From an optimization exercise on the open Yosys and OpenROAD flow, aimed at a short achievable clock period and few clock cycles per item; shortcuts taken in it are not production practice.
Where RTL was checked, it was by simulation tests only, not by an equivalence proof against the original.
The RTL of runs 1 to 4 was laid out without a check of its function.
The clock port is modelled as an ideal driver; clocking choices that lean on that would not hold on a real chip.
Power and IR drop assume default switching activity.

==> design.v <==
package enbl_pkg;
	localparam int TIME_W      = 32;
	localparam int CNT_W       = 16;
	localparam int SECS_W      = 16;
	localparam int CFG_IDX_W   = 2;
	localparam int CFG_DATA_W  = 16;
	localparam int DRAIN_W     = 3;
	localparam int LOG_DEPTH_DEF = 8;
	localparam logic [SECS_W-1:0]  MIN_BACKOFF_S = 16'd30;
	localparam logic [TIME_W-1:0]  MS_PER_S      = 32'd1000;
	localparam logic [TIME_W-1:0]  DEBOUNCE_MS   = 32'd1000;
	localparam logic [TIME_W-1:0]  WRAP_LIMIT    = 32'd65536000;
	localparam logic [DRAIN_W-1:0] MAX_DRAIN     = 3'd7;
	localparam logic [CNT_W-1:0]   CNT_MAX       = 16'hFFFF;
	localparam logic [CFG_IDX_W-1:0] CFG_ENABLED         = 2'd0;
	localparam logic [CFG_IDX_W-1:0] CFG_RISING_EDGE     = 2'd1;
	localparam logic [CFG_IDX_W-1:0] CFG_BACKOFF_SECONDS = 2'd2;
	localparam logic RPT_STATUS = 1'b0;
	localparam logic RPT_ENTRY  = 1'b1;
	localparam logic [3:0] S_IDLE = 4'b0001;
	localparam logic [3:0] S_EVAL = 4'b0010;
	localparam logic [3:0] S_READ = 4'b0100;
	localparam logic [3:0] S_WAIT = 4'b1000;
endpackage
import enbl_pkg::*;
module edge_notify_backoff_logger #(
	parameter int LOG_DEPTH = LOG_DEPTH_DEF
) (
	input  logic                  clk,
	input  logic                  arst_n,
	input  logic                  tick_valid,
	output logic                  tick_ready,
	input  logic [TIME_W-1:0]     tick_time_ms,
	input  logic                  tick_pin_level,
	output logic                  report_valid,
	input  logic                  report_ready,
	output logic                  report_type,
	output logic                  report_push_request,
	output logic                  report_led_state,
	output logic                  report_backoff_ended,
	output logic [CNT_W-1:0]      report_suppressed_count,
	output logic [CNT_W-1:0]      report_overrun_total,
	output logic [TIME_W-1:0]     report_log_time,
	output logic                  report_last,
	input  logic                  cfg_we,
	input  logic [CFG_IDX_W-1:0]  cfg_index,
	input  logic [CFG_DATA_W-1:0] cfg_data
);
	localparam int IW = 3;
	localparam int WW = 26;    
	localparam int BW = 1 + 1 + 1 + 1 + CNT_W + CNT_W + TIME_W + 1;
	function automatic logic [CNT_W-1:0] sat_inc(input logic [CNT_W-1:0] v);
		sat_inc = (v == CNT_MAX) ? v : v + 1'b1;
	endfunction
	logic              en_q;
	logic              rise_q;
	logic [SECS_W-1:0] secs_q;
	logic [SECS_W-1:0] sh_q;
	logic [SECS_W+1:0] m3_q;
	logic [WW-1:0]     win_q;
	logic              prev_q, primed_q, active_q, wp_q, wet_gt_q;
	logic [TIME_W-1:0] wet_q, deb_lim_q;
	logic [CNT_W-1:0]  supp_q, ovr_q;
	logic [IW-1:0]     wr_q, rd_q, cnt_q;
	logic [TIME_W-1:0] ring_q [8];
	logic              drain_q;
	logic [IW-1:0]     dptr_q, left_q;
	logic [CNT_W-1:0]  dovr_q;
	logic              rdy_q, hv_q, sv_q;
	logic [TIME_W-1:0] h_t, s2_t;
	logic              h_p, s2_p;
	logic              acc, pop, sv_n;
	assign tick_ready = rdy_q;
	assign acc = tick_valid && rdy_q;
	always_ff @(posedge clk) begin
		if (!sv_q) begin
			s2_t <= tick_time_ms;
			s2_p <= tick_pin_level;
		end
		if (!hv_q || pop) begin
			h_t <= sv_q ? s2_t : tick_time_ms;
			h_p <= sv_q ? s2_p : tick_pin_level;
		end
	end
	always_comb begin
		if (sv_q) begin
			sv_n = !pop;
		end else begin
			sv_n = acc && hv_q && !pop;
		end
	end
	always_ff @(posedge clk or negedge arst_n) begin
		if (!arst_n) begin
			rdy_q <= 1'b0;
			hv_q  <= 1'b0;
			sv_q  <= 1'b0;
		end else begin
			sv_q  <= sv_n;
			rdy_q <= !sv_n;
			if (!hv_q || pop) begin
				hv_q <= sv_q || acc;
			end
		end
	end
	logic              p_v, p_load;
	logic [TIME_W-1:0] p_t;
	logic [16:0]       p_lo, p_tlo, p_hi0, p_hi1;
	logic [15:0]       p_thi1;
	logic              p_p, p_le_win, p_lt_win;
	always_ff @(posedge clk or negedge arst_n) begin
		if (!arst_n) begin
			p_v <= 1'b0;
		end else if (p_load) begin
			p_v <= hv_q;
		end
	end
	always_ff @(posedge clk) begin
		if (p_load) begin
			p_t      <= h_t;
			p_p      <= h_p;
			p_lo     <= {1'b0, h_t[15:0]} + {1'b0, win_q[15:0]};
			p_tlo    <= {1'b0, h_t[15:0]} + 17'(DEBOUNCE_MS);
			p_hi0    <= {1'b0, h_t[31:16]} + {7'b0, win_q[WW-1:16]};
			p_hi1    <= {1'b0, h_t[31:16]} + {7'b0, win_q[WW-1:16]} + 17'd1;
			p_thi1   <= h_t[31:16] + 16'd1;
			p_le_win <= h_t <= {6'b0, win_q};
			p_lt_win <= h_t < {6'b0, win_q};
		end
	end
	logic [16:0] p_hi;
	logic [15:0] p_thi;
	always_comb begin
		p_hi  = p_lo[16] ? p_hi1 : p_hi0;
		p_thi = p_tlo[16] ? p_thi1 : p_t[31:16];
	end
	logic              r_v, r_load;
	logic [TIME_W-1:0] r_t, r_sum, r_tp1k;
	logic              r_hit, r_p, r_carry, r_le_win, r_wfb, r_gt_deb, r_ge_wet;
	logic              e_go, produce;
	logic              hit, open_win, supp_hit, wrap_fix, log_we, full;
	logic              wp1, wp2, act_or, ge_end, ended, act_n, more;
	logic [CNT_W-1:0]  supp_n, ovr1;
	logic [IW-1:0]     cnt1, rd1;
	logic              o_v, s_v, o_load;
	logic [BW-1:0]     o_d, s_d, b_d;
	assign produce = (drain_q || r_v) && !s_v;
	assign e_go    = r_v && !drain_q && !s_v;
	assign r_load  = !r_v || e_go;
	assign p_load  = !p_v || r_load;
	assign pop     = hv_q && p_load;
	logic c_deb_old, c_deb_fwd, c_wet_old, c_wet_fwd;
	logic f_prev, f_primed, f_hit, f_lt_win;
	always_comb begin
		f_prev    = (e_go && en_q) ? r_p : prev_q;
		f_primed  = (e_go && en_q) ? 1'b1 : primed_q;
		f_hit     = en_q && f_primed && (rise_q ? (p_p && !f_prev) : (!p_p && f_prev));
		f_lt_win  = p_lt_win;
		c_deb_old = p_t > deb_lim_q;
		c_deb_fwd = p_t > r_tp1k;
		c_wet_old = p_t >= wet_q;
		c_wet_fwd = p_t >= r_sum;
	end
	always_ff @(posedge clk or negedge arst_n) begin
		if (!arst_n) begin
			r_v <= 1'b0;
		end else if (r_load) begin
			r_v <= p_v;
		end
	end
	always_ff @(posedge clk) begin
		if (r_load) begin
			r_t      <= p_t;
			r_p      <= p_p;
			r_sum    <= {p_hi[15:0], p_lo[15:0]};
			r_carry  <= p_hi[16];
			r_tp1k   <= {p_thi[15:0], p_tlo[15:0]};
			r_hit    <= f_hit;
			r_le_win <= p_le_win;
			r_wfb    <= en_q && f_primed && !f_hit && f_lt_win;
			if (e_go) begin
				r_gt_deb <= hit ? c_deb_fwd : c_deb_old;
				r_ge_wet <= open_win ? c_wet_fwd : (wrap_fix || c_wet_old);
			end else begin
				r_gt_deb <= c_deb_old;
				r_ge_wet <= c_wet_old;
			end
		end
	end
	always_comb begin
		hit      = r_hit;
		open_win = hit && !active_q;
		supp_hit = hit && active_q && r_gt_deb;
		wrap_fix = r_wfb && wet_gt_q;
		log_we   = open_win || supp_hit;
		wp1    = wp_q || (open_win && r_carry);
		wp2    = wp1 && !r_le_win;
		ge_end = open_win ? r_carry : (wrap_fix || r_ge_wet);
		act_or = active_q || open_win;
		ended  = act_or && !wp2 && ge_end;
		act_n  = act_or && !ended;
		if (open_win) begin
			supp_n = '0;
		end else if (supp_hit) begin
			supp_n = sat_inc(supp_q);
		end else begin
			supp_n = supp_q;
		end
		full = log_we && (cnt_q == 3'd7);
		cnt1 = (log_we && !full) ? cnt_q + 1'b1 : cnt_q;
		rd1  = full ? rd_q + 1'b1 : rd_q;
		ovr1 = full ? sat_inc(ovr_q) : ovr_q;
		more = ended && (log_we || (cnt_q != '0));
	end
	logic cfg_en_w;
	assign cfg_en_w = cfg_we && (cfg_index == CFG_ENABLED);
	always_ff @(posedge clk or negedge arst_n) begin
		if (!arst_n) begin
			en_q      <= 1'b0;
			rise_q    <= 1'b1;
			secs_q    <= MIN_BACKOFF_S;
			prev_q    <= 1'b0;
			primed_q  <= 1'b0;
			active_q  <= 1'b0;
			wp_q      <= 1'b0;
			wet_q     <= '0;
			wet_gt_q  <= 1'b0;
			deb_lim_q <= DEBOUNCE_MS;
			supp_q    <= '0;
			ovr_q     <= '0;
			wr_q      <= '0;
			rd_q      <= '0;
			cnt_q     <= '0;
			drain_q   <= 1'b0;
			dptr_q    <= '0;
			left_q    <= '0;
			dovr_q    <= '0;
		end else begin
			if (e_go) begin
				if (hit) begin
					deb_lim_q <= r_tp1k;
				end
				if (open_win) begin
					wet_q    <= r_sum;
					wet_gt_q <= r_sum > WRAP_LIMIT;
				end else if (wrap_fix) begin
					wet_q    <= '0;
					wet_gt_q <= 1'b0;
				end
				supp_q   <= supp_n;
				if (ended) begin
					wr_q  <= '0;
					rd_q  <= '0;
					cnt_q <= '0;
					ovr_q <= '0;
				end else begin
					wr_q  <= log_we ? wr_q + 1'b1 : wr_q;
					rd_q  <= rd1;
					cnt_q <= cnt1;
					ovr_q <= ovr1;
				end
				if (more) begin
					drain_q <= 1'b1;
					dptr_q  <= rd1;
					left_q  <= cnt1;
					dovr_q  <= ovr1;
				end
			end else if (drain_q && !s_v) begin
				dptr_q <= dptr_q + 1'b1;
				left_q <= left_q - 1'b1;
				if (left_q == 3'd1) begin
					drain_q <= 1'b0;
				end
			end
			if (cfg_en_w) begin
				en_q     <= cfg_data[0];
				active_q <= 1'b0;
				wp_q     <= 1'b0;
				primed_q <= 1'b0;
			end else if (e_go) begin
				active_q <= act_n;
				wp_q     <= wp2;
				if (en_q) begin
					primed_q <= 1'b1;
					prev_q   <= r_p;
				end
			end
			if (cfg_we && (cfg_index == CFG_RISING_EDGE)) begin
				rise_q <= cfg_data[0];
			end
			if (cfg_we && (cfg_index == CFG_BACKOFF_SECONDS)) begin
				secs_q <= (cfg_data < MIN_BACKOFF_S) ? MIN_BACKOFF_S : cfg_data;
			end
		end
	end
	always_ff @(posedge clk) begin
		sh_q  <= secs_q;
		m3_q  <= {2'b0, secs_q} + {1'b0, secs_q, 1'b0};
		win_q <= {sh_q, 10'b0} - {5'b0, m3_q, 3'b0};
	end
	always_ff @(posedge clk) begin
		for (int k = 0; k < 8; k++) begin
			if (e_go && log_we && (wr_q == IW'(k))) begin
				ring_q[k] <= r_t;
			end
		end
	end
	always_comb begin
		if (drain_q) begin
			b_d = {RPT_ENTRY, 1'b0, 1'b0, 1'b1, supp_q, dovr_q, ring_q[dptr_q], (left_q == 3'd1)};
		end else begin
			b_d = {RPT_STATUS, open_win, act_n, ended, supp_n, ovr1, {TIME_W{1'b0}}, !more};
		end
	end
	assign o_load = !o_v || report_ready;
	always_ff @(posedge clk or negedge arst_n) begin
		if (!arst_n) begin
			o_v <= 1'b0;
			s_v <= 1'b0;
		end else begin
			if (o_load) begin
				o_v <= s_v || produce;
			end
			if (s_v) begin
				s_v <= !o_load;
			end else begin
				s_v <= produce && !o_load;
			end
		end
	end
	always_ff @(posedge clk) begin
		if (!s_v) begin
			s_d <= b_d;
		end
		if (o_load) begin
			o_d <= s_v ? s_d : b_d;
		end
	end
	assign report_valid = o_v;
	assign {report_type, report_push_request, report_led_state, report_backoff_ended,
		report_suppressed_count, report_overrun_total, report_log_time, report_last} = o_d;
endmodule
==> flow/run.sh <==
#!/bin/bash
set -euo pipefail
here=$(pwd)
bash standard.sh SETUP_SLACK_MARGIN=5.8 PRE_CTS_TCL="$here/flow/pre_cts.tcl" finish > standard_finish.log 2>&1
==> flow/pre_cts.tcl <==
# Move each flip-flop that drives an output port's buffer next to that
# buffer, then legalize the placement.
set block [ord::get_db_block]
set core [$block getCoreArea]
set cx [expr {([$core xMin] + [$core xMax]) / 2}]
set cy [expr {([$core yMin] + [$core yMax]) / 2}]
set moved 0
foreach bt [$block getBTerms] {
  if {[$bt getIoType] ne "OUTPUT"} { continue }
  set net [$bt getNet]
  if {$net eq "NULL"} { continue }
  set drv "NULL"
  foreach it [$net getITerms] {
    if {[$it isOutputSignal]} { set drv $it }
  }
  if {$drv eq "NULL"} { continue }
  set buf [$drv getInst]
  set in "NULL"
  foreach it [$buf getITerms] {
    if {[$it isInputSignal] && [$it getNet] ne "NULL"} { set in [$it getNet] }
  }
  if {$in eq "NULL"} { continue }
  set fdrv "NULL"
  foreach it [$in getITerms] {
    if {[$it isOutputSignal]} { set fdrv $it }
  }
  if {$fdrv eq "NULL"} { continue }
  set ff [$fdrv getInst]
  if {![[$ff getMaster] isSequential]} { continue }
  # only move a flop whose output feeds just this buffer and little else
  if {[llength [$in getITerms]] > 3} { continue }
  set bb [$buf getBBox]
  set bx [$bb xMin]
  set by [$bb yMin]
  # step from the buffer toward the core centre
  set dx [expr {$cx > $bx ? 1 : -1}]
  set dy [expr {$cy > $by ? 1 : -1}]
  set w [[$ff getMaster] getWidth]
  if {abs($cx - $bx) > abs($cy - $by)} {
    set nx [expr {$bx + $dx * ($w + 1000)}]
    set ny $by
  } else {
    set nx $bx
    set ny [expr {$by + $dy * 5440}]
  }
  $ff setLocation $nx $ny
  incr moved
}
puts "pre_cts: moved $moved output flip-flops next to their port buffers"
detailed_placement
==> standard.sh <==
#!/bin/bash
# synth_recipe.tcl (not shown) runs the flow's synth.tcl, then flattens the netlist and writes it again
# the make line also repeats each setting of config.mk as NAME=value (left out here)
make -C /OpenROAD-flow-scripts/flow DESIGN_CONFIG=/design/flow/config.mk WORK_HOME=/design/flow/orfs CLKGATE_MAP_FILE= SYNTH_SCRIPT=/design/flow/synth_recipe.tcl "${@:-finish}"
==> config.mk <==
export PLATFORM = sky130hd
export DESIGN_NAME = edge_notify_backoff_logger
export DESIGN_NICKNAME = edge_notify_backoff_logger
export VERILOG_FILES = /design/flow/design.v
export SDC_FILE = /design/flow/constraint.sdc
export NUM_CORES = 4
export LEC_CHECK = 0
export ABC_CLOCK_PERIOD_IN_PS = 2500
export CAP_MARGIN = 20
export CORE_MARGIN = 2
export CORE_UTILIZATION = 52
export PLACE_DENSITY = 0.7
export SETUP_SLACK_MARGIN = 5
export SLEW_MARGIN = 20
==> constraint.sdc <==
create_clock -name core_clock -period 8.0 [get_ports {clk}]
set_input_delay 1.6000 -clock core_clock [delete_from_list [all_inputs] [get_ports {clk}]]
set_output_delay 1.6000 -clock core_clock [all_outputs]
set_load 0.01 [all_outputs]
==> out/results.tsv, run 1 <==
stage	metric	value	unit
synth	Gate Count Post-Synth	2975	
worst_setup_path	CP delay by family, top	compound AO/OA/AOI/OAI gates	
detailed_routing	DR vias/cell	5.856	
final_layout	Design Area, Final	48350	sq um
clock_network	Clock transition at path regs	60	ps
final_layout	most frequent cells in the layout	568 x edfxtp_1, 280 x nand2_1, 215 x inv_1, 186 x buf_4, 175 x ha_1	
final_layout	layout cells sized above 1	29.67	%
detailed_routing	routed via count	25825	
sta	Slew Viols, Final	0	
floorplanning	DIE WIDTH	274.8	um
floorplanning	Die Span Y	274.8	um
final_layout	nets	3655	
worst_hold_path	worst hold path type	reg2reg	
placed_design	IO buf count	126	
detailed_routing	drt pass-1 iters	8	
power	pwr dens	412.1	nW/um^2
worst_setup_path	critical path's slowest cell	edfxtp_1	
sta	Hold Violations, Final	0	
placed_design	gpl congestion	0.8545	
sta	Max Fclk	346.3	MHz
global_routing	vias in the first global route	25887	
sta	crit path time final	2888	ps
worst_setup_path	crit path capture type	register	
synth	synthesized net count	3257	
worst_setup_path	Worst Setup Path Type	reg2reg	
floorplanning	num ports	127	
placed_design	dpl cells	3978	
synth	ys async rst share	17.87	%
final_layout	Layout area overhead	26.79	%
synth	Post-Syn Area	38130	sq um
detailed_routing	# DRC	0	
clock_network	Post-CTS Hold Buffers	0	
clock_network	CTS tree	done	
sta	WHS	407.0	ps
placed_design	Post-DP Area	40770	sq um
clock_network	CTS Buf Count	90	
final_layout	commonest non-fill, non-tap cell in the layout	edfxtp_1	
sta	worst slew pin tran	905.1	ps
sta	Slew headroom	39.66	%
sta	fin crit share	36.10	%
detailed_routing	DR iter-0 viols	2464	
power	worst vdd ir	393.1	uV
global_routing	largest net degree at the start of global routing	91	
worst_setup_path	reg2reg setup slack	5110	ps
synth	Netlist cell types	89	
synth	Synth Flop Type	edfxtp_1	
worst_setup_path	Worst Path Arrival	3280	ps
clock_network	Sink Count	884	
worst_setup_path	CP Cell Sequence	ha_4, nand2b_4, a211o_4, a211oi_4, o311ai_4, nor4b_4, and2_4, nand3b_1, xor2_1	
global_routing	initial antenna violation count	0	
final_layout	# fillers	4973	
power	P_leak	19.17	nW
synth	post-synthesis sequential area ratio	63.43	%
floorplanning	Initial Util	52.35	%
worst_setup_path	CP peak stage delay	500	ps
sta	Max Clock Skew	23.36	ps
floorplanning	row cnt	99	
detailed_routing	drt total wl	96.69	mm
detailed_routing	Post-DRT Antenna Nets	0	
worst_setup_path	startpoint types	register	
placed_design	dpl hpwl	52.59	mm
worst_setup_path	Critical Path Fanout Max	4	
global_routing	gr usage total	24.73	%
worst_setup_path	Critical path buffers and inverters	0	
sta	setup violators final	0	
run	total of max-cap violations	0	
outcome	status	timing/DRC/antenna clean	
sta	setup tns final	0	ps
final_layout	non-filler cells in the finished layout	4410	
synth	Yosys warning count	2	
synth	Seq cells post-synth	884	
worst_setup_path	required time of the critical path	8390	ps
global_routing	GR Overflow Total	0	
detailed_routing	WL/cell	21.93	um
synth	Avg Inst Size Synth	12.82	sq um
sta	RSZ-0062 raised after global routing	yes	
clock_network	worst-skew pair later-pin latency	660	ps
floorplanning	core area	72830	sq um
floorplanning	DIE AREA	75510	sq um
final_layout	ANT cells	0	
global_routing	first-pass GRT wire length	144.8	mm
synth	Post-synth EDFFs	568	
[Yosys cell counts, types with 10 or more instances]
master	instances	area, sq um
edfxtp_1	568	17060
nand2_1	300	1126
inv_1	225	844.6
ha_1	223	2790
o21ai_0	187	935.9
dfxtp_1	158	3163
dfrtp_1	147	3679
mux2_2	137	1543
nor2_1	107	401.6
a21oi_1	105	525.5
clkbuf_1	93	349.1
xnor2_1	61	534.3
nand3_1	54	270.3
a21o_1	49	367.9
nand4_1	42	262.8
a22o_1	41	359.1
xor2_1	37	324.1
a222oi_1	32	320.3
nor3_1	31	155.2
a221oi_1	30	262.8
nand2b_1	30	187.7
nor2b_1	22	137.6
and3_1	17	106.4
nor4_1	16	100.1
mux2i_1	14	140.1
o211ai_1	14	105.1
o31ai_1	14	105.1
a31oi_1	12	75.07
a32oi_1	12	105.1
and2_1	12	75.07
o21a_1	12	90.09
o21ai_1	12	60.06
dfstp_2	11	289.0
a211oi_1	10	75.07
or3_1	10	62.56
[routing by layer]
metal	vias up	global-route usage, %	part of all wire (%)
li1	11778	-	-
met1	12787	31.21	39
met2	1027	43.54	51
met3	233	3.430	6.0
met4	0	9.033	4.2
met5	-	0	0
[final cells by class]
cell class | count | area (sq um) | area share [%]
sequential | 884 | 24220 | 50.09
clock buffer | 130 | 2619 | 5.417
clock inverter | 40 | 359.1 | 0.7427
multi-input combinational | 1773 | 15340 | 31.72
inverter | 226 | 848.3 | 1.755
timing repair buffer | 398 | 3766 | 7.790
tap | 959 | 1200 | 2.482
[power by group]
group	switching, mW	internal, mW	total, mW
registers	0.959	6.69	7.65
clock network	1.77	2.45	4.22
logic	4.36	3.69	8.05
[registers in the layout, summed over array words and instances, names as in the netlist, 32 cells and up]
register	count
o_d	69
p_t	32
wet_q	32
s_d	69
s2_t	32
ring_q	256
r_tp1k	32
deb_lim_q	32
h_t	32
[kinds of logic (layout without fill, tap and decap cells)]
kind of cell / Yosys count / after routing / share of synthesized area (%)
and+or+nand+nor: 682 / 693 / 8.472
DFF: 884 / 884 / 63.43
muxes: 151 / 151 / 4.413
AOI/OAI and AO/OA: 603 / 604 / 10.66
adders and majority gates: 226 / 226 / 7.475
buffers and inverters: 330 / 794 / 3.255
xor gates and xnor gates: 99 / 99 / 2.294
[repair_timing]
| item | 4_1_cts | 5_1_grt |
|---|---|---|
| pin swaps | 146 | 130 |
| endpoints found under the hold margin | 0 | 0 |
| endpoints found under the setup margin | 909 | 395 |
| gates resized for setup | 663 | 195 |
| setup buffers | 166 | 71 |
| cloned | 21 | 4 |
[path summary, 6_finish.rpt]
check,cells past startpoint,start,to
max,9,h_t[17],p_hi1[15]
min,0,m3_q[0],win_q[3]
max reg2reg,9,h_t[17],p_hi1[15]
min reg2reg,0,m3_q[0],win_q[3]
max in group asynchronous,2,arst_n,drain_q
min in group asynchronous,1,arst_n,secs_q[15]
[through the flow]
stage | setup slack, ps | total power [mW] | utilization, %
after floorplan | 1325 | 11.80 | -
after global placement | 4241 | 13.18 | 55.97
after detailed placement | 4124 | 13.51 | 55.97
after CTS | 5088 | 19.20 | 64.24
after global routing | 5026 | 20.97 | 66.38
final | 5112 | 19.92 | 66.38
==> run 2: changes to the inputs <==
--- a/design.v
+++ b/design.v
@@ -121,7 +121,7 @@
 			p_lo     <= {1'b0, h_t[15:0]} + {1'b0, win_q[15:0]};
 			p_tlo    <= {1'b0, h_t[15:0]} + 17'(DEBOUNCE_MS);
 			p_hi0    <= {1'b0, h_t[31:16]} + {7'b0, win_q[WW-1:16]};
-			p_hi1    <= {1'b0, h_t[31:16]} + {7'b0, win_q[WW-1:16]} + 17'd1;
+			p_hi1    <= {1'b0, h_t[31:16]} - ~{7'b0, win_q[WW-1:16]};
 			p_thi1   <= h_t[31:16] + 16'd1;
 			p_le_win <= h_t <= {6'b0, win_q};
 			p_lt_win <= h_t < {6'b0, win_q};
==> run 2 against run 1 <==
Register-to-register slack improved by 430 ps. Worst setup slack gained 77 ps. Total power grew 6.3%. Clock power grew 3%. Clock skew rose by 9.3 ps. Design area increased by 2.1%. Die area grew 0.58%. Flip-flop and latch count stayed put. Synthesized cell count is 1.1% higher. Largest power group unchanged.
==> out/results.tsv, run 2 <==
stage	metric	value	unit	change
outcome	status	timing/DRC/antenna clean		
sta	RSZ-0062 raised after global routing	yes		
detailed_routing	WL/cell	22.52	um	+2.7%
floorplanning	Initial Util	52.57	%	+0.22 points
synth	cell with the most instances after synthesis	edfxtp_1		
power	total power	21.17	mW	+6.3%
worst_setup_path	required time of the critical path	6400	ps	-1990 ps
worst_setup_path	CP peak stage delay	400	ps	-100 ps
floorplanning	num ports	127		unchanged
synth	Post-synth EDFFs	568		unchanged
final_layout	Layout area overhead	28.68	%	
sta	crit path time final	2811	ps	-77.06 ps
power	Combinational Power Share	42.8	%	+2.4 points
final_layout	ANT cells	0		unchanged
synth	Netlist cell types	89		unchanged
global_routing	GR Overflow Total	0		unchanged
power	Sw Ratio	36.36	%	+0.76 points
final_layout	max reg flops	256		unchanged
global_routing	gr usage total	25.34	%	+0.60 points
sta	worst slew pin tran	983.1	ps	+78.03 ps
sta	Max Fclk	355.8	MHz	+2.7%
floorplanning	row cnt	99		unchanged
worst_setup_path	critical path's slowest cell	edfxtp_1		
final_layout	commonest non-fill, non-tap cell in the layout	edfxtp_1		
worst_setup_path	CP delay by family, top	flip-flops		
synth	Seq cells post-synth	884		unchanged
detailed_routing	DR iter-0 viols	2651		+7.6%
clock_network	Clock transition at path regs	60	ps	about the same
synth	largest cells by area after synthesis	edfxtp_1 44%, dfrtp_1 9.6%, dfxtp_1 8.2%		
floorplanning	core area	72960	sq um	+0.17%
worst_setup_path	Worst Path Arrival	1210	ps	-2070 ps
worst_setup_path	Critical path buffers and inverters	1		+1
floorplanning	DIE WIDTH	275.6	um	+0.29%
power	Clk network pwr share	20.6	%	-0.6 points
worst_setup_path	CP Cell Sequence	buf_2		
global_routing	first-pass GRT wire length	148.9	mm	+2.9%
clock_network	CTS tree	done		
synth	Synth Flop Type	edfxtp_1		
placed_design	Post-DP Area	40740	sq um	about the same
power	worst vdd ir	270.0	uV	-31%
detailed_routing	# DRC	0		unchanged
final_layout	utilization after layout	67.65	%	+1.3 points
final_layout	nets	3743		+2.4%
final_layout	layout cells sized above 1	30.72	%	+1.1 points
final_layout	Design Area, Final	49360	sq um	+2.1%
worst_setup_path	startpoint types	register		
worst_setup_path	Worst Setup Path Type	reg2out		
final_layout	Largest Register	ring_q		
synth	ys async rst share	17.87	%	unchanged
detailed_routing	drt pass-1 iters	6		-2
clock_network	CTS Buf Count	91		+1.1%
synth	post-synthesis sequential area ratio	63.06	%	-0.37 points
sta	Slew Viols, Final	0		unchanged
detailed_routing	drt total wl	101.3	mm	+4.7%
synth	Post-Syn Area	38360	sq um	+0.59%
sta	setup tns final	0	ps	unchanged
global_routing	vias in the first global route	26623		+2.8%
global_routing	initial antenna violation count	1		+1
power	pwr dens	428.9	nW/um^2	+4.1%
floorplanning	DIE AREA	75950	sq um	+0.58%
sta	Max Clock Skew	32.70	ps	+9.338 ps
power	cell-internal power	13.47	mW	+5.0%
sta	setup violators final	0		unchanged
global_routing	largest net degree at the start of global routing	96		+5.5%
synth	Avg Inst Size Synth	12.75	sq um	-0.55%
synth	synthesized net count	3292		+1.1%
power	P_leak	19.38	nW	+1.1%
placed_design	dpl hpwl	55.81	mm	+6.1%
power	Sequential Power Share	36.7	%	-1.7 points
final_layout	Top Registers	ring_q (256), o_d (69), s_d (69)		
detailed_routing	Post-DRT Antenna Nets	0		unchanged
synth	Yosys warning count	2		unchanged
floorplanning	Die Span Y	275.6	um	+0.29%
final_layout	most frequent cells in the layout	568 x edfxtp_1, 293 x nand2_1, 234 x buf_4, 216 x inv_1, 169 x ha_1		
synth	Gate Count Post-Synth	3009		+1.1%
synth	area leader, netlist	edfxtp_1		
worst_hold_path	worst hold path type	reg2reg		
power	Net Sw Power	7.698	mW	+8.5%
placed_design	IO buf count	126		unchanged
detailed_routing	routed via count	26741		+3.5%
worst_setup_path	crit path capture type	primary output		
detailed_routing	DR vias/cell	5.946		+1.5%
worst_setup_path	Critical Path Fanout Max	1		-3
final_layout	# fillers	4849		-2.5%
synth	Commonest cells post-synth	568 x edfxtp_1, 304 x nand2_1, 229 x inv_1		
sta	Hold Violations, Final	0		unchanged
synth	post-synth top area share	44.47	%	-0.26 points
run	total of max-cap violations	0		unchanged
sta	fin crit share	35.13	%	-0.96 points
sta	Slew headroom	34.46	%	-5.2 points
clock_network	worst-skew pair later-pin latency	650	ps	about the same
clock_network	Sink Count	884		unchanged
sta	WHS	412.7	ps	+5.637 ps
placed_design	gpl congestion	0.8717		+2.0%
## run 2: cell count changes after synthesis, sizes merged, moves of 11 or more
cell,delta
o31ai,+15
a21o,-27
a21oi,+12
a32oi,-11
nand2b,-11
and3,+12
a31oi,+14
o21ai,-12
## run 2: metrics by stage
step                      instances  worst slack, ps
after global placement         4004             4560
after floorplan                3009             5462
after detailed placement       4004             4332
after global routing           4497             5161
final                          4497             5189
after CTS                      4369             5168
## run 2: cell families (layout without fill, tap and decap cells)
group,Yosys count,after routing,synth area share (%)
adders and majority gates,227,227,7.483
and+or+nand+nor,675,689,8.292
AOI/OAI and AO/OA,631,633,11.11
buffers and inverters,341,854,3.399
DFF,884,884,63.06
muxes,147,147,4.283
xor gates and xnor gates,104,104,2.375
## run 2: final timing paths
| path | slack (ps) | cells past startpoint | startpoint | to |
|---|---|---|---|---|
| hold reg to reg | 410 | 0 | m3_q[0] | win_q[3] |
| hold / removal | 410 | 0 | m3_q[0] | win_q[3] |
| min in group asynchronous | 890 | 1 | arst_n | rdy_q |
| max in group asynchronous | 6100 | 2 | arst_n | ovr_q[3] |
| setup reg to reg | 5540 | 9 | dptr_q[0] | o_d[2] |
| setup / recovery | 5190 | 1 | o_d[45] | report_overrun_total[12] |
## run 2: final cells by class
class | instances | area (sq um) | share of cell area (%)
clock inverter | 44 | 467.9 | 0.9481
timing repair buffer | 452 | 4288 | 8.687
sequential | 884 | 24230 | 49.09
tap | 959 | 1200 | 2.431
clock buffer | 127 | 2628 | 5.323
multi-input combinational | 1800 | 15650 | 31.70
inverter | 231 | 898.4 | 1.820
## run 2: worst register-to-register path: stages, from the launching register on
cell and delay [ps]:
dfrtp_2 450, ha_4 200, ha_4 170, buf_12 120, or4_4 510, buf_6 160, nor2_4 210, clkbuf_16 210
a221oi_2 60, o21ai_1 200
## run 2: per-layer routing
layer	GRT usage [%]	wire, um	vias up
li1	-	-	12067
met1	32.22	39790	13338
met2	44.34	51020	1082
met3	3.097	6524	252
met4	9.716	3884	2
met5	0	38	-
## run 2: timing repair
item	4_1_cts	5_1_grt
hold buffers	0	0
pin swaps	103	167
resized for setup	587	310
endpoints found under the hold margin	0	0
buffers inserted	169	123
endpoints found under the setup margin	1005	418
gates cloned	25	5
## run 2: power groups by stage
stage	Combinational [mW]	Clock, mW	Sequential (mW)
floorplan	4.40	0	7.48
global placement	5.57	0	7.92
finish	9.05	4.35	7.77
CTS	7.55	4.37	7.72
detailed placement	5.85	0	7.98
global route	9.77	4.57	7.89
==> run 3: changes to the inputs <==
--- a/design.v
+++ b/design.v
@@ -311,14 +311,17 @@
 			b_d = {RPT_STATUS, open_win, act_n, ended, supp_n, ovr1, {TIME_W{1'b0}}, !more};
 		end
 	end
-	assign o_load = !o_v || report_ready;
+	logic ov_c;
+	assign o_load = !ov_c || report_ready;
 	always_ff @(posedge clk or negedge arst_n) begin
 		if (!arst_n) begin
-			o_v <= 1'b0;
-			s_v <= 1'b0;
+			o_v  <= 1'b0;
+			ov_c <= 1'b0;
+			s_v  <= 1'b0;
 		end else begin
+			o_v <= o_load ? (s_v || produce) : ov_c;
 			if (o_load) begin
-				o_v <= s_v || produce;
+				ov_c <= s_v || produce;
 			end
 			if (s_v) begin
 				s_v <= !o_load;
@@ -327,12 +330,18 @@
 			end
 		end
 	end
+	logic [BW-1:0] c_d;
 	always_ff @(posedge clk) begin
 		if (!s_v) begin
 			s_d <= b_d;
 		end
-		if (o_load) begin
-			o_d <= s_v ? s_d : b_d;
+		o_d <= o_load ? (s_v ? s_d : b_d) : c_d;
+	end
+	always_ff @(posedge clk or negedge arst_n) begin
+		if (!arst_n) begin
+			c_d <= '0;
+		end else if (o_load) begin
+			c_d <= s_v ? s_d : b_d;
 		end
 	end
 	assign report_valid = o_v;
==> flow/run.sh (replaced) <==
#!/bin/bash
set -euo pipefail
here=$(pwd)
bash standard.sh SETUP_SLACK_MARGIN=5.3 PRE_CTS_TCL="$here/flow/pre_cts.tcl" finish > standard_finish.log 2>&1
==> run 3 against run 2 <==
Sequential power is 9.9% higher. Sequential share of layout area is 5.9 points higher. Largest cell class unchanged. Worst hold slack worse by 9.0 ps. Clock skew is 6.0 ps lower. Die area is 3.9% higher. Non-clock buffer count is 279 lower. Critical path depth stayed put. Worst setup slack better by 11 ps. Global-route usage is 2.8 points lower.
==> out/results.tsv, run 3 <==
stage	metric	value	unit	change
synth	Yosys warning count	2		unchanged
floorplanning	num ports	127		unchanged
floorplanning	DIE WIDTH	280.9	um	+1.9%
detailed_routing	drt pass-1 iters	7		+1
sta	fin crit share	34.99	%	-0.14 points
global_routing	GR Overflow Total	0		unchanged
worst_setup_path	Worst Path Arrival	1200	ps	about the same
worst_setup_path	r2r startpoint	drain_q		
final_layout	Layout area overhead	15.23	%	
sta	worst slew pin tran	787.3	ps	-195.7 ps
sta	Max Clock Skew	26.74	ps	-5.957 ps
sta	Hold Violations, Final	0		unchanged
power	P_leak	18.43	nW	-4.9%
sta	setup violators final	0		unchanged
detailed_routing	routed via count	25235		-5.6%
synth	Avg Inst Size Synth	12.67	sq um	-0.61%
synth	post-synth top area share	37.57	%	-6.9 points
floorplanning	Die Span Y	280.9	um	+1.9%
sta	setup tns final	0	ps	unchanged
clock_network	worst-skew pair later-pin latency	650	ps	about the same
sta	Max Fclk	357.2	MHz	+0.40%
placed_design	IO buf count	126		unchanged
synth	Post-synth EDFFs	499		-12%
synth	area leader, netlist	edfxtp_1		
worst_setup_path	Critical Path Fanout Max	2		+1
clock_network	CTS tree	done		
floorplanning	row cnt	101		+2.0%
worst_setup_path	Critical path buffers and inverters	1		unchanged
worst_setup_path	required time of the critical path	6400	ps	about the same
worst_setup_path	CP delay by family, top	flip-flops		
final_layout	Design Area, Final	45960	sq um	-6.9%
power	worst vdd ir	230.8	uV	-14%
outcome	status	timing/DRC/antenna clean		
power	pwr dens	422.7	nW/um^2	-1.4%
sta	WHS	403.7	ps	-8.956 ps
final_layout	Largest Register	ring_q		
detailed_routing	DR vias/cell	5.712		-3.9%
synth	Netlist cell types	86		-3.4%
worst_setup_path	CP Cell Sequence	buf_2		
synth	Commonest cells post-synth	499 x edfxtp_1, 282 x nand2_1, 227 x dfxtp_1		
global_routing	vias in the first global route	25431		-4.5%
final_layout	nets	3586		-4.2%
synth	post-synthesis sequential area ratio	63.24	%	+0.18 points
clock_network	CTS Buf Count	96		+5.5%
placed_design	dpl cells	4212		+5.2%
worst_setup_path	reg2reg setup slack	5280	ps	-260 ps
worst_setup_path	crit path capture type	primary output		
synth	largest cells by area after synthesis	edfxtp_1 38%, dfrtp_1 14%, dfxtp_1 11%		
synth	Seq cells post-synth	953		+7.8%
worst_setup_path	CP peak stage delay	410	ps	about the same
clock_network	Sink Count	953		+7.8%
power	total power	19.43	mW	-8.2%
floorplanning	core area	75950	sq um	+4.1%
synth	synthesized net count	3431		+4.2%
sta	Slew Viols, Final	0		unchanged
clock_network	Clock transition at path regs	60	ps	about the same
global_routing	initial antenna violation count	3		+2
synth	Post-Syn Area	39880	sq um	+4.0%
sta	Slew headroom	47.51	%	+13 points
worst_setup_path	reg2reg path depth	10		+1
global_routing	largest net degree at the start of global routing	110		+15%
placed_design	dpl hpwl	57.87	mm	+3.7%
detailed_routing	# DRC	0		unchanged
final_layout	commonest non-fill, non-tap cell in the layout	edfxtp_1		
sta	RSZ-0062 raised after global routing	yes		
final_layout	max reg flops	256		unchanged
final_layout	non-filler cells in the finished layout	4418		-1.8%
floorplanning	Initial Util	52.51	%	-0.060 points
global_routing	gr usage total	22.52	%	-2.8 points
final_layout	layout cells sized above 1	16.12	%	-15 points
worst_hold_path	worst hold path type	reg2reg		
placed_design	Post-DP Area	42230	sq um	+3.7%
final_layout	most frequent cells in the layout	499 x edfxtp_1, 279 x nand2_1, 218 x ha_1, 215 x inv_1, 213 x dfrtp_1		
synth	Synth Flop Type	edfxtp_1		
worst_hold_path	worst hold path cell count	0		unchanged
synth	cell with the most instances after synthesis	edfxtp_1		
global_routing	first-pass GRT wire length	139.5	mm	-6.3%
detailed_routing	drt total wl	88.98	mm	-12%
worst_setup_path	critical path's slowest cell	dfrtp_1		
worst_hold_path	Hold Crit Start	m3_q[0]		
synth	Gate Count Post-Synth	3148		+4.6%
placed_design	gpl congestion	0.8832		+1.3%
detailed_routing	WL/cell	20.14	um	-11%
worst_setup_path	startpoint types	register		
floorplanning	DIE AREA	78930	sq um	+3.9%
worst_setup_path	Worst Setup Path Type	reg2out		
worst_hold_path	WHS Endpoint	win_q[3]		
worst_setup_path	FF-to-FF End	r_ge_wet		
detailed_routing	DR iter-0 viols	1935		-27%
sta	crit path time final	2799	ps	-11.10 ps
run	total of max-cap violations	0		unchanged
detailed_routing	Post-DRT Antenna Nets	0		unchanged
synth	ys async rst share	23.82	%	+5.9 points
==> run 3: changes by cell type after synthesis, sizes merged, moves of 18 or more <==
cell,change
nand2,-23
nand3,+28
dfxtp,+69
mux2,+26
a221oi,-36
a21o,+18
edfxtp,-69
dfrtp,+69
==> run 3: stage by stage <==
step / setup slack (ps) / util (%)
after floorplan: 5317 / -
after global placement: 4224 / 55.60
after detailed placement: 4076 / 55.60
after CTS: 5132 / 59.96
after global routing: 5120 / 60.51
final: 5201 / 60.51
==> run 3: area by class of cell <==
type | instances | area (sq um)
clock inverters | 43 | 449.2
inverters | 220 | 834.6
diodes | 1 | 2.502
well taps | 1030 | 1289
fillers | 5761 | 29990
multi-input cells | 1859 | 13620
flip-flops and latches | 953 | 25290
clock buffers | 139 | 2813
repair buffers | 173 | 1669
==> run 3: kinds of logic (layout without fill, tap and decap cells) <==
logic type	Yosys count	count (layout)	share of synthesized area, %
AOI/OAI and AO/OA	659	659	10.97
xor gates and xnor gates	99	99	2.174
adders and majority gates	227	227	7.197
buffers and inverters	340	575	3.266
DFF	953	953	63.24
muxes	172	172	4.828
other	0	1	0
and+or+nand+nor	698	702	8.323
==> run 3: metal layers <==
layer	up-vias	GRT usage [%]	part of all wire, %
met2	782	38.52	50
li1	11847	-	-
met5	-	0	0.036
met4	4	6.719	2.6
met1	12442	29.82	43
met3	160	3.217	5.1
==> run 3: worst max path at each step <==
stage                     startpoint      endpoint  slack, ps  depth (start not counted)
after floorplan                  s_v           h_p       5320                          5
after global routing         drain_q     p_hi0[16]       5120                          4
after CTS                      rdy_q    tick_ready       5130                          1
final                           ov_c  report_valid       5200                          1
after global placement           s_v       p_lo[5]       4220                          4
after detailed placement         s_v       p_lo[7]       4080                          4
==> run 3: power by group <==
group          internal (mW)  switching, mW
combinational           2.63           3.71
sequential              7.33           1.21
clock                   2.68           1.86
total                   12.6           6.78
==> run 3: timing repair <==
item | 4_1_cts | 5_1_grt
setup buffers | 7 | 11
gates cloned | 3 | 2
setup endpoints to repair | 537 | 324
pin swaps | 3 | 7
hold buffers | 0 | 0
gates resized for setup | 373 | 77
==> run 4: changes to the inputs <==
--- a/config.mk
+++ b/config.mk
@@ -9,6 +9,8 @@
 export CAP_MARGIN = 20
 export CORE_MARGIN = 2
 export CORE_UTILIZATION = 52
+export CTS_CLUSTER_DIAMETER = 100
+export CTS_CLUSTER_SIZE = 30
 export PLACE_DENSITY = 0.7
 export SETUP_SLACK_MARGIN = 5
 export SLEW_MARGIN = 20
==> run 4 against run 3 <==
Still clean. Sequential power shrank 0.7%. Wire length fell by 1.4%. Sequential share of layout area up 2.6 points. Combinational power about the same. Design area is 4.5% lower. Critical path depth is the same. Core utilization decreased by 2.7 points. Fmax up 0.62%. Flip-flop and latch count is the same. Clock power down 46%. Clock skew up 9.7 ps. Non-clock buffer count increased by 13. Largest cell class unchanged. Largest power group unchanged. Highest routed layer is now met4.
==> out/results.tsv, run 4 <==
stage	metric	value	unit	change
outcome	status	timing/DRC/antenna clean		
sta	Max Clock Skew	36.49	ps	+9.749 ps
final_layout	Largest Register	ring_q		
clock_network	worst-skew pair later-pin latency	610	ps	-40 ps
synth	area leader, netlist	edfxtp_1		
worst_hold_path	WHS Endpoint	win_q[3]		
worst_setup_path	required time of the critical path	6400	ps	about the same
worst_setup_path	crit path capture type	primary output		
global_routing	vias in the first global route	24620		-3.2%
worst_setup_path	reg2reg path depth	10		unchanged
synth	Netlist cell types	86		unchanged
floorplanning	core area	75950	sq um	unchanged
synth	post-synth top area share	37.57	%	unchanged
sta	RSZ-0062 raised after global routing	yes		
worst_setup_path	Worst Setup Path Type	reg2out		
global_routing	initial antenna violation count	1		-2
worst_hold_path	worst hold path cell count	0		unchanged
synth	Seq cells post-synth	953		unchanged
worst_setup_path	r2r startpoint	drain_q		
floorplanning	Initial Util	52.51	%	unchanged
floorplanning	DIE WIDTH	280.9	um	unchanged
synth	Yosys warning count	2		unchanged
synth	post-synthesis sequential area ratio	63.24	%	unchanged
detailed_routing	drt total wl	87.74	mm	-1.4%
run	total of max-cap violations	0		unchanged
synth	largest cells by area after synthesis	edfxtp_1 38%, dfrtp_1 14%, dfxtp_1 11%		
final_layout	# fillers	5984		+3.9%
sta	Slew headroom	46.34	%	-1.2 points
worst_hold_path	Hold Crit Start	m3_q[0]		
detailed_routing	DR iter-0 viols	2157		+11%
final_layout	Layout area overhead	10.03	%	
worst_setup_path	FF-to-FF End	r_ge_wet		
final_layout	utilization after layout	57.78	%	-2.7 points
worst_hold_path	worst hold path type	reg2reg		
worst_setup_path	Worst Path Arrival	1180	ps	-20 ps
sta	worst slew pin tran	799.9	ps	+12.59 ps
synth	Gate Count Post-Synth	3148		unchanged
sta	setup tns final	0	ps	unchanged
placed_design	IO buf count	126		unchanged
floorplanning	num ports	127		unchanged
power	pwr dens	393.7	nW/um^2	-6.9%
power	P_leak	17.48	nW	-5.2%
detailed_routing	DR vias/cell	5.754		+0.74%
placed_design	dpl hpwl	57.87	mm	unchanged
placed_design	gpl congestion	0.8832		unchanged
detailed_routing	routed via count	24863		-1.5%
synth	Avg Inst Size Synth	12.67	sq um	unchanged
synth	Post-synth EDFFs	499		unchanged
floorplanning	Die Span Y	280.9	um	unchanged
final_layout	max reg flops	256		unchanged
detailed_routing	WL/cell	20.31	um	+0.83%
global_routing	gr usage total	22.07	%	-0.45 points
clock_network	Clock transition at path regs	110	ps	+50 ps
detailed_routing	Post-DRT Antenna Nets	0		unchanged
sta	Hold Violations, Final	0		unchanged
synth	ys async rst share	23.82	%	unchanged
detailed_routing	drt pass-1 iters	6		-1
detailed_routing	# DRC	0		unchanged
worst_setup_path	CP Cell Sequence	buf_2		
clock_network	Sink Count	953		unchanged
floorplanning	row cnt	101		unchanged
sta	fin crit share	34.78	%	-0.22 points
synth	Synth Flop Type	edfxtp_1		
sta	WHS	410.2	ps	+6.476 ps
floorplanning	DIE AREA	78930	sq um	unchanged
final_layout	most frequent cells in the layout	499 x edfxtp_1, 280 x nand2_1, 217 x ha_1, 215 x inv_1, 213 x dfrtp_1		
sta	setup violators final	0		unchanged
sta	Slew Viols, Final	0		unchanged
worst_setup_path	CP peak stage delay	420	ps	about the same
final_layout	commonest non-fill, non-tap cell in the layout	edfxtp_1		
power	worst vdd ir	187.6	uV	-19%
worst_setup_path	reg2reg setup slack	5270	ps	about the same
worst_setup_path	critical path's slowest cell	dfrtp_1		
worst_setup_path	Critical Path Fanout Max	2		unchanged
sta	crit path time final	2782	ps	-17.30 ps
clock_network	CTS Buf Count	38		-60%
global_routing	first-pass GRT wire length	137.3	mm	-1.6%
global_routing	largest net degree at the start of global routing	110		unchanged
synth	Post-Syn Area	39880	sq um	unchanged
synth	cell with the most instances after synthesis	edfxtp_1		
sta	Max Fclk	359.4	MHz	+0.62%
synth	synthesized net count	3431		unchanged
worst_setup_path	Critical path buffers and inverters	1		unchanged
clock_network	CTS tree	done		
final_layout	nets	3543		-1.2%
final_layout	layout cells sized above 1	13.53	%	-2.6 points
global_routing	GR Overflow Total	0		unchanged
synth	Commonest cells post-synth	499 x edfxtp_1, 282 x nand2_1, 227 x dfxtp_1		
worst_setup_path	startpoint types	register		
worst_setup_path	CP delay by family, top	flip-flops		
[run 4: logic make-up (layout without fill, tap and decap cells)]
family	count (synthesis)	after routing	share of synthesized area (%)
other	0	1	0
adders and majority gates	227	227	7.197
and+or+nand+nor	698	704	8.323
xor gates and xnor gates	99	99	2.174
AOI/OAI and AO/OA	659	659	10.97
DFF	953	953	63.24
buffers and inverters	340	476	3.266
muxes	172	172	4.828
[run 4: layout make-up]
cell class / count / area (sq um) / area share [%]
Inverter: 220 / 834.6 / 1.902
Timing Repair Buffer: 186 / 1672 / 3.809
Sequential cell: 953 / 25270 / 57.59
Clock buffer: 66 / 1120 / 2.552
Antenna cell: 1 / 2.502 / 0.005703
Tap cell: 1030 / 1289 / 2.937
Multi-Input combinational cell: 1861 / 13640 / 31.09
Clock inverter: 4 / 48.80 / 0.1112
[run 4: stage by stage]
step | instances | power (mW) | instance area, sq um | worst slack, ps
after global routing | 4321 | 18.41 | 43880 | 5100
after floorplan | 3148 | 12.47 | 39910 | 5317
after CTS | 4299 | 17.14 | 43480 | 5161
after global placement | 4212 | 14.25 | 42230 | 4224
after detailed placement | 4212 | 14.61 | 42230 | 4076
final | 4321 | 17.28 | 43880 | 5218
[run 4: where the power goes]
group          internal, mW  total, mW  leakage, nW  switching [mW]
logic                  2.64       6.36         7.39            3.72
registers              7.31       8.48         9.52            1.18
clock network         0.985       2.44        0.559            1.45
[run 4: worst max-delay path by stage]
stage / depth (start not counted) / slack (ps) / endpoint / from
2_1_floorplan: 5 / 5320 / h_p / s_v
3_3_place_gp: 4 / 4220 / p_lo[5] / s_v
3_5_place_dp: 4 / 4080 / p_lo[7] / s_v
4_1_cts: 1 / 5160 / tick_ready / rdy_q
5_1_grt: 4 / 5100 / p_lo[15] / drain_q
6_report: 1 / 5220 / report_valid / ov_c
[run 4: what timing repair did]
item	4_1_cts	5_1_grt
hold buffers	0	0
cloned	6	2
setup buffers	11	19
endpoints found under the hold margin	0	0
endpoints found under the setup margin	538	278
pin swaps	3	6
resized for setup	357	51
[run 4: layer usage]
layer | vias up | wire length (um) | track usage [%]
met5 | - | 0 | 0
met4 | 0 | 1610 | 4.731
met3 | 103 | 4066 | 2.195
met2 | 714 | 43510 | 38.21
met1 | 12342 | 38560 | 30.22
li1 | 11704 | - | -
==> run 5: changes to the inputs <==
--- a/design.v
+++ b/design.v
@@ -311,17 +311,14 @@
 			b_d = {RPT_STATUS, open_win, act_n, ended, supp_n, ovr1, {TIME_W{1'b0}}, !more};
 		end
 	end
-	logic ov_c;
-	assign o_load = !ov_c || report_ready;
+	assign o_load = !o_v || report_ready;
 	always_ff @(posedge clk or negedge arst_n) begin
 		if (!arst_n) begin
-			o_v  <= 1'b0;
-			ov_c <= 1'b0;
-			s_v  <= 1'b0;
+			o_v <= 1'b0;
+			s_v <= 1'b0;
 		end else begin
-			o_v <= o_load ? (s_v || produce) : ov_c;
 			if (o_load) begin
-				ov_c <= s_v || produce;
+				o_v <= s_v || produce;
 			end
 			if (s_v) begin
 				s_v <= !o_load;
--- a/config.mk
+++ b/config.mk
@@ -8,9 +8,7 @@
 export ABC_CLOCK_PERIOD_IN_PS = 2500
 export CAP_MARGIN = 20
 export CORE_MARGIN = 2
-export CORE_UTILIZATION = 52
-export CTS_CLUSTER_DIAMETER = 100
-export CTS_CLUSTER_SIZE = 30
-export PLACE_DENSITY = 0.7
+export CORE_UTILIZATION = 58
+export PLACE_DENSITY = 0.75
 export SETUP_SLACK_MARGIN = 5
 export SLEW_MARGIN = 20
==> run 5 against run 4 <==
Still clean on timing, DRC and antenna. Fmax decreased by 0.44%. Core utilization increased by 9.5 points. Via count rose by 2.4%. Flip-flop and latch count is the same. Synthesized area rose by 0.64%. Sequential power rose by 0.9%. Largest cell class unchanged. Largest power group unchanged.
==> out/results.tsv, run 5 <==
stage	metric	value	unit	change
outcome	status	timing/DRC/antenna clean		
global_routing	GR Overflow Total	0		unchanged
synth	ys async rst share	23.82	%	unchanged
placed_design	gpl congestion	0.8682		-1.7%
floorplanning	Die Span Y	267.1	um	-4.9%
global_routing	first-pass GRT wire length	139.8	mm	+1.8%
synth	Post-synth EDFFs	499		unchanged
synth	Commonest cells post-synth	499 x edfxtp_1, 319 x nand2_1, 227 x dfxtp_1		
worst_setup_path	required time of the critical path	6400	ps	about the same
power	cell-internal power	12.82	mW	+17%
global_routing	largest net degree at the start of global routing	124		+13%
detailed_routing	Post-DRT Antenna Nets	0		unchanged
final_layout	max reg flops	256		unchanged
power	Clk network pwr share	23.1	%	+9.0 points
sta	Max Clock Skew	18.59	ps	-17.91 ps
synth	largest cells by area after synthesis	edfxtp_1 37%, dfrtp_1 13%, dfxtp_1 11%		
detailed_routing	DR vias/cell	5.866		+1.9%
clock_network	Post-CTS Hold Buffers	0		unchanged
global_routing	gr usage total	24.88	%	+2.8 points
synth	Post-Syn Area	40140	sq um	+0.64%
worst_setup_path	Worst Setup Path Type	reg2out		
detailed_routing	DR iter-0 viols	2081		-3.5%
power	P_leak	18.81	nW	+7.6%
worst_setup_path	Critical Path Fanout Max	2		unchanged
synth	Yosys warning count	2		unchanged
clock_network	CTS Buf Count	95		+150%
clock_network	CTS tree	done		
synth	Synth Flop Type	edfxtp_1		
power	Sw Ratio	34.89	%	-1.8 points
clock_network	Clock transition at path regs	60	ps	-50 ps
worst_setup_path	r2r startpoint	r_tp1k[0]		
final_layout	utilization after layout	67.25	%	+9.5 points
final_layout	Largest Register	ring_q		
sta	Max Fclk	357.8	MHz	-0.44%
sta	setup tns final	0	ps	unchanged
final_layout	most frequent cells in the layout	499 x edfxtp_1, 315 x nand2_1, 221 x inv_1, 217 x ha_1, 213 x dfrtp_1		
worst_hold_path	Hold Crit Start	p_lo[11]		
worst_setup_path	Critical path buffers and inverters	1		unchanged
placed_design	dpl hpwl	57.63	mm	-0.42%
run	total of max-cap violations	0		unchanged
worst_setup_path	Setup crit start	o_v		
global_routing	vias in the first global route	25872		+5.1%
floorplanning	core area	68590	sq um	-9.7%
detailed_routing	drt total wl	87.90	mm	+0.18%
floorplanning	Initial Util	58.52	%	+6.0 points
detailed_routing	routed via count	25457		+2.4%
clock_network	worst-skew pair later-pin latency	650	ps	+40 ps
final_layout	layout cells sized above 1	16.96	%	+3.4 points
final_layout	commonest non-fill, non-tap cell in the layout	edfxtp_1		
final_layout	Layout area overhead	14.92	%	
synth	Netlist cell types	98		+14%
worst_setup_path	Worst Path Arrival	1190	ps	about the same
power	Combinational Power Share	33.4	%	-3.4 points
sta	Slew headroom	47.97	%	+1.6 points
floorplanning	DIE AREA	71320	sq um	-9.6%
sta	crit path time final	2795	ps	+12.38 ps
worst_setup_path	CP peak stage delay	400	ps	-20 ps
sta	Hold Violations, Final	0		unchanged
synth	area leader, netlist	edfxtp_1		
final_layout	ANT cells	0		-1
sta	worst slew pin tran	776.9	ps	-23.01 ps
final_layout	# fillers	4775		-20%
floorplanning	DIE WIDTH	267.1	um	-4.9%
worst_setup_path	CP delay by family, top	flip-flops		
worst_hold_path	worst hold path type	reg2reg		
sta	Slew Viols, Final	0		unchanged
detailed_routing	WL/cell	20.25	um	-0.26%
placed_design	Setup Slack @ Placement	4342	ps	+265.7 ps
synth	Seq cells post-synth	953		unchanged
power	pwr dens	426.7	nW/um^2	+8.4%
synth	cell with the most instances after synthesis	edfxtp_1		
synth	synthesized net count	3444		+0.38%
synth	Avg Inst Size Synth	12.70	sq um	+0.23%
synth	post-synthesis sequential area ratio	62.84	%	-0.40 points
placed_design	IO buf count	126		unchanged
power	Net Sw Power	6.868	mW	+8.2%
worst_setup_path	CP Cell Sequence	buf_2		
power	worst vdd ir	272.9	uV	+45%
global_routing	initial antenna violation count	0		-1
worst_setup_path	startpoint types	register		
floorplanning	num ports	127		unchanged
sta	post-route setup slack	5205	ps	-12.38 ps
power	Sequential Power Share	43.5	%	-5.6 points
sta	fin crit share	34.93	%	+0.15 points
synth	Gate Count Post-Synth	3161		+0.41%
sta	setup violators final	0		unchanged
synth	post-synth top area share	37.33	%	-0.24 points
sta	RSZ-0062 raised after global routing	yes		
worst_setup_path	critical path's slowest cell	dfrtp_1		
detailed_routing	# DRC	0		unchanged
worst_setup_path	crit path capture type	primary output		
detailed_routing	drt pass-1 iters	10		+4
clock_network	Sink Count	953		unchanged
floorplanning	row cnt	96		-5.0%
final_layout	nets	3610		+1.9%
==> run 5: cells by family (layout without fill, tap and decap cells) <==
group,Yosys count,count (layout),share of synthesized area (%)
flops,953,953,62.84
simple gates,705,706,8.363
compound gates,663,663,11.22
buf+inv,339,586,3.373
fa+ha+maj,227,227,7.151
mux,177,177,4.935
xor+xnor,97,97,2.117
==> run 5: metal layers <==
metal / vias to the layer above / wire length, um / GRT usage [%]
li1: 11887 / - / -
met1: 12602 / 37630 / 33.46
met2: 818 / 43280 / 42.32
met3: 150 / 4787 / 3.071
met4: 0 / 2196 / 8.002
met5: - / 0 / 0
==> run 5: what timing repair did <==
item                       4_1_cts  5_1_grt
resized for setup              361       74
setup buffers                    9       14
pin swaps                        2        7
setup endpoints to repair      602      284
gates cloned                     2        2
==> run 5: power groups by stage <==
stage	Clock (mW)	Sequential [mW]	Combinational, mW
after floorplan	0	8.08	4.51
after global placement	0	8.55	5.89
after detailed placement	0	8.64	6.18
after CTS	4.63	8.53	6.39
after global routing	4.82	8.73	7.29
final	4.56	8.56	6.57
==> run 5: area by class of cell <==
cell class                      instances  area, sq um  area share, %
Sequential cell                       953        25270          54.79
Timing Repair Buffer                  183         1760          3.817
Tap cell                              931         1165          2.525
Inverter                              224        842.1          1.826
Multi-Input combinational cell       1870        13830          29.99
Clock inverter                         47        530.5          1.150
Clock buffer                          132         2721          5.900
==> run 5: worst paths after layout <==
check / end / slack, ps / cells past startpoint
max in group asynchronous: c_d[14] / 5870 / 3
min in group asynchronous: c_d[52] / 840 / 1
min reg2reg: r_sum[11] / 410 / 0
max reg2reg: r_ge_wet / 5350 / 8
min: r_sum[11] / 410 / 0
max: report_valid / 5210 / 1
==> run 5: per-stage QoR <==
stage,std cells,instance area [sq um],power [mW],hold WS (ps)
finish,4340,46130,19.68,408.5
CTS,4323,45660,19.55,417.6
global placement,4133,42320,14.44,405.5
detailed placement,4133,42320,14.82,404.5
global route,4340,46130,20.85,418.7
floorplan,3161,40160,12.60,373.2
Testbench counts of run 5, summed over its fixed seeds: cycles 5,991, ticks 4,800.
==> run 6: changes to the inputs <==
--- a/config.mk
+++ b/config.mk
@@ -8,7 +8,7 @@
 export ABC_CLOCK_PERIOD_IN_PS = 2500
 export CAP_MARGIN = 20
 export CORE_MARGIN = 2
-export CORE_UTILIZATION = 58
-export PLACE_DENSITY = 0.75
+export CORE_UTILIZATION = 46
+export PLACE_DENSITY = 0.65
 export SETUP_SLACK_MARGIN = 5
 export SLEW_MARGIN = 20
==> run 6 against run 5 <==
Sequential share of layout area is 0.62 points lower. Flip-flop and latch count stayed put. Critical path depth stayed put. Final cell count is 5.3% higher. Wire length is 1.7% lower. Core utilization is 13 points lower. Clock power hardly changed. Combinational power is 0.8% lower. Critical endpoint unchanged. Highest routed layer unchanged.
==> out/results.tsv, run 6 <==
stage	metric	value	unit	change
outcome	status	timing/DRC/antenna clean		
final_layout	max reg flops	256		unchanged
worst_setup_path	Critical Path Fanout Max	2		unchanged
worst_setup_path	required time of the critical path	6400	ps	about the same
clock_network	Sink Count	953		unchanged
final_layout	commonest non-fill, non-tap cell in the layout	edfxtp_1		
worst_setup_path	startpoint types	register		
sta	setup tns final	0	ps	unchanged
sta	Max Fclk	358.6	MHz	+0.21%
final_layout	Largest Register	ring_q		
power	worst vdd ir	242.4	uV	-11%
final_layout	Layout area overhead	16.27	%	
sta	Slew Viols, Final	0		unchanged
floorplanning	num ports	127		unchanged
worst_setup_path	critical path's slowest cell	dfrtp_1		
clock_network	Clock transition at path regs	60	ps	about the same
detailed_routing	DR iter-0 viols	1647		-21%
worst_setup_path	Worst Path Arrival	1190	ps	about the same
global_routing	GR Overflow Total	0		unchanged
synth	Seq cells post-synth	953		unchanged
detailed_routing	# DRC	0		unchanged
synth	area leader, netlist	edfxtp_1		
synth	largest cells by area after synthesis	edfxtp_1 37%, dfrtp_1 13%, dfxtp_1 11%		
global_routing	initial antenna violation count	0		unchanged
placed_design	dpl hpwl	55.81	mm	-3.2%
sta	fin crit share	34.86	%	-0.074 points
floorplanning	DIE WIDTH	299.4	um	+12%
power	P_leak	18.87	nW	+0.36%
synth	Yosys warning count	2		unchanged
global_routing	gr usage total	19.15	%	-5.7 points
power	pwr dens	420.4	nW/um^2	-1.5%
floorplanning	Die Span Y	299.4	um	+12%
final_layout	# fillers	7238		+52%
synth	Synth Flop Type	edfxtp_1		
clock_network	Post-CTS Hold Buffers	0		unchanged
clock_network	CTS tree	done		
worst_setup_path	CP Cell Sequence	buf_2		
global_routing	first-pass GRT wire length	135.9	mm	-2.8%
detailed_routing	drt total wl	86.40	mm	-1.7%
worst_setup_path	crit path capture type	primary output		
detailed_routing	drt pass-1 iters	6		-4
synth	Post-synth EDFFs	499		unchanged
synth	ys async rst share	23.82	%	unchanged
power	total power	19.62	mW	-0.31%
sta	crit path time final	2789	ps	-5.900 ps
sta	post-route setup slack	5211	ps	+5.900 ps
sta	setup violators final	0		unchanged
detailed_routing	routed via count	24592		-3.4%
floorplanning	row cnt	108		+13%
synth	Netlist cell types	98		unchanged
synth	Commonest cells post-synth	499 x edfxtp_1, 319 x nand2_1, 227 x dfxtp_1		
floorplanning	DIE AREA	89640	sq um	+26%
global_routing	largest net degree at the start of global routing	162		+31%
placed_design	Setup Slack @ Placement	4189	ps	-152.5 ps
synth	Gate Count Post-Synth	3161		unchanged
final_layout	most frequent cells in the layout	499 x edfxtp_1, 316 x nand2_1, 221 x inv_1, 217 x ha_1, 213 x dfrtp_1		
synth	post-synth top area share	37.33	%	unchanged
clock_network	CTS Buf Count	97		+2.1%
synth	post-synthesis sequential area ratio	62.84	%	unchanged
worst_hold_path	worst hold path type	reg2reg		
worst_setup_path	Critical path buffers and inverters	1		unchanged
sta	Hold Violations, Final	0		unchanged
detailed_routing	DR vias/cell	5.379		-8.3%
clock_network	worst-skew pair later-pin latency	660	ps	about the same
detailed_routing	WL/cell	18.90	um	-6.7%
final_layout	ANT cells	0		unchanged
synth	synthesized net count	3444		unchanged
placed_design	IO buf count	126		unchanged
sta	Max Clock Skew	22.02	ps	+3.431 ps
synth	Post-Syn Area	40140	sq um	unchanged
worst_setup_path	Worst Setup Path Type	reg2out		
placed_design	gpl congestion	0.8459		-2.6%
synth	Avg Inst Size Synth	12.70	sq um	unchanged
global_routing	vias in the first global route	24474		-5.4%
worst_setup_path	CP delay by family, top	flip-flops		
final_layout	layout cells sized above 1	17.24	%	+0.28 points
final_layout	nets	3615		+0.14%
floorplanning	Initial Util	46.34	%	-12 points
floorplanning	core area	86620	sq um	+26%
synth	cell with the most instances after synthesis	edfxtp_1		
sta	RSZ-0062 raised after global routing	yes		
detailed_routing	Post-DRT Antenna Nets	0		unchanged
run	total of max-cap violations	0		unchanged
worst_setup_path	CP peak stage delay	390	ps	about the same
sta	WHS	414.5	ps	+6.003 ps
sta	Slew headroom	31.70	%	-16 points
sta	worst slew pin tran	1024	ps	+247.5 ps
## run 6: cell counts after synthesis
No cell type changed its count.
## run 6: cells by family after synthesis
| logic type | count (synthesis) | synth area share [%] |
|---|---|---|
| compound gates | 663 | 11.22 |
| simple gates | 705 | 8.363 |
| mux | 177 | 4.935 |
| fa+ha+maj | 227 | 7.151 |
| buf+inv | 339 | 3.373 |
| flops | 953 | 62.84 |
| xor+xnor | 97 | 2.117 |
## run 6: worst paths after layout
path,end,slack (ps),cells past startpoint,from
min in group asynchronous,c_d[33],880,1,arst_n
min reg2reg,r_sum[14],410,0,p_lo[14]
max reg2reg,r_ge_wet,5350,8,s_v
max,report_valid,5210,1,o_v
min,r_sum[14],410,0,p_lo[14]
max in group asynchronous,wet_q[10],5720,2,arst_n
## run 6: report_power, final
group	internal (mW)	leakage, nW	switching (mW)
registers	7.35	9.52	1.18
logic	2.80	7.72	3.72
clock network	2.70	1.63	1.87
total	12.9	18.9	6.77
## run 6: area by class of cell
cell class                      count  area, sq um  share of cell area (%)
Tap cell                         1155         1445                   3.096
Inverter                          224        840.8                   1.802
Multi-Input combinational cell   1875        13910                   29.80
Timing Repair Buffer              181         1899                   4.070
Sequential cell                   953        25280                   54.17
Clock inverter                     39        371.6                  0.7962
Clock buffer                      145         2924                   6.265
## run 6: per-stage QoR
step	instance area, sq um	util [%]	instances
2_1_floorplan	40160	-	3161
3_3_place_gp	42630	49.22	4359
3_5_place_dp	42630	49.22	4359
4_1_cts	46040	53.15	4554
5_1_grt	46670	53.88	4572
6_report	46670	53.88	4572
## run 6: what timing repair did
item,in CTS,in global routing
endpoints found under the setup margin,653,476
gates resized for setup,379,99
setup buffers,7,10
gates cloned,4,8
pin swaps,3,10
## run 6: per-layer routing
layer / track usage [%] / wire length, um / up-vias
li1: - / - / 11931
met1: 26.46 / 39460 / 12008
met2: 31.56 / 40890 / 532
met3: 3.146 / 4233 / 121
met4: 4.893 / 1813 / 0
met5: 0 / 0 / -

-- afterwards: timing with drivers on the ports --
In the flow no input, the clock included, has a driving cell. The finished layouts below were timed again as built, in two steps.
Step 1 (the two cells are an assumption about what drives the block):
set clk [get_ports {clk}]
set_driving_cell -lib_cell sky130_fd_sc_hd__clkbuf_16 $clk
set_driving_cell -lib_cell sky130_fd_sc_hd__buf_2 [delete_from_list [all_inputs] $clk]
Step 2 adds t to the input delays and takes it off the output delays; t is the mean of the earliest and latest rising clock arrival at the registers after step 1. Input paths then give back, and output paths get back, about the clock's delay inside the block.
a / b / c = ideal / step 1 / step 2; a / b = the first two.
| run | t (ns) | slack for setup (ns) | worst setup path after step 2 |
|---|---|---|---|
| run 1 | 0.709 | 5.112 / 5.112 / 5.112 | register to register |
| run 2 | 0.703 | 5.189 / 5.125 / 5.210 | input to register |
| run 3 | 0.703 | 5.201 / 5.136 / 4.600 | input to register |
| run 4 | 0.656 | 5.218 / 5.154 / 4.869 | input to register |
| run 5 | 0.708 | 5.205 / 5.139 / 4.747 | input to register |
| run 6 | 0.713 | 5.211 / 5.149 / 4.791 | input to register |
After both steps every run listed still meets setup and hold. The setup slack of run 3, which loses most, moves by -0.065 ns with the drivers and by -0.601 ns with both steps.
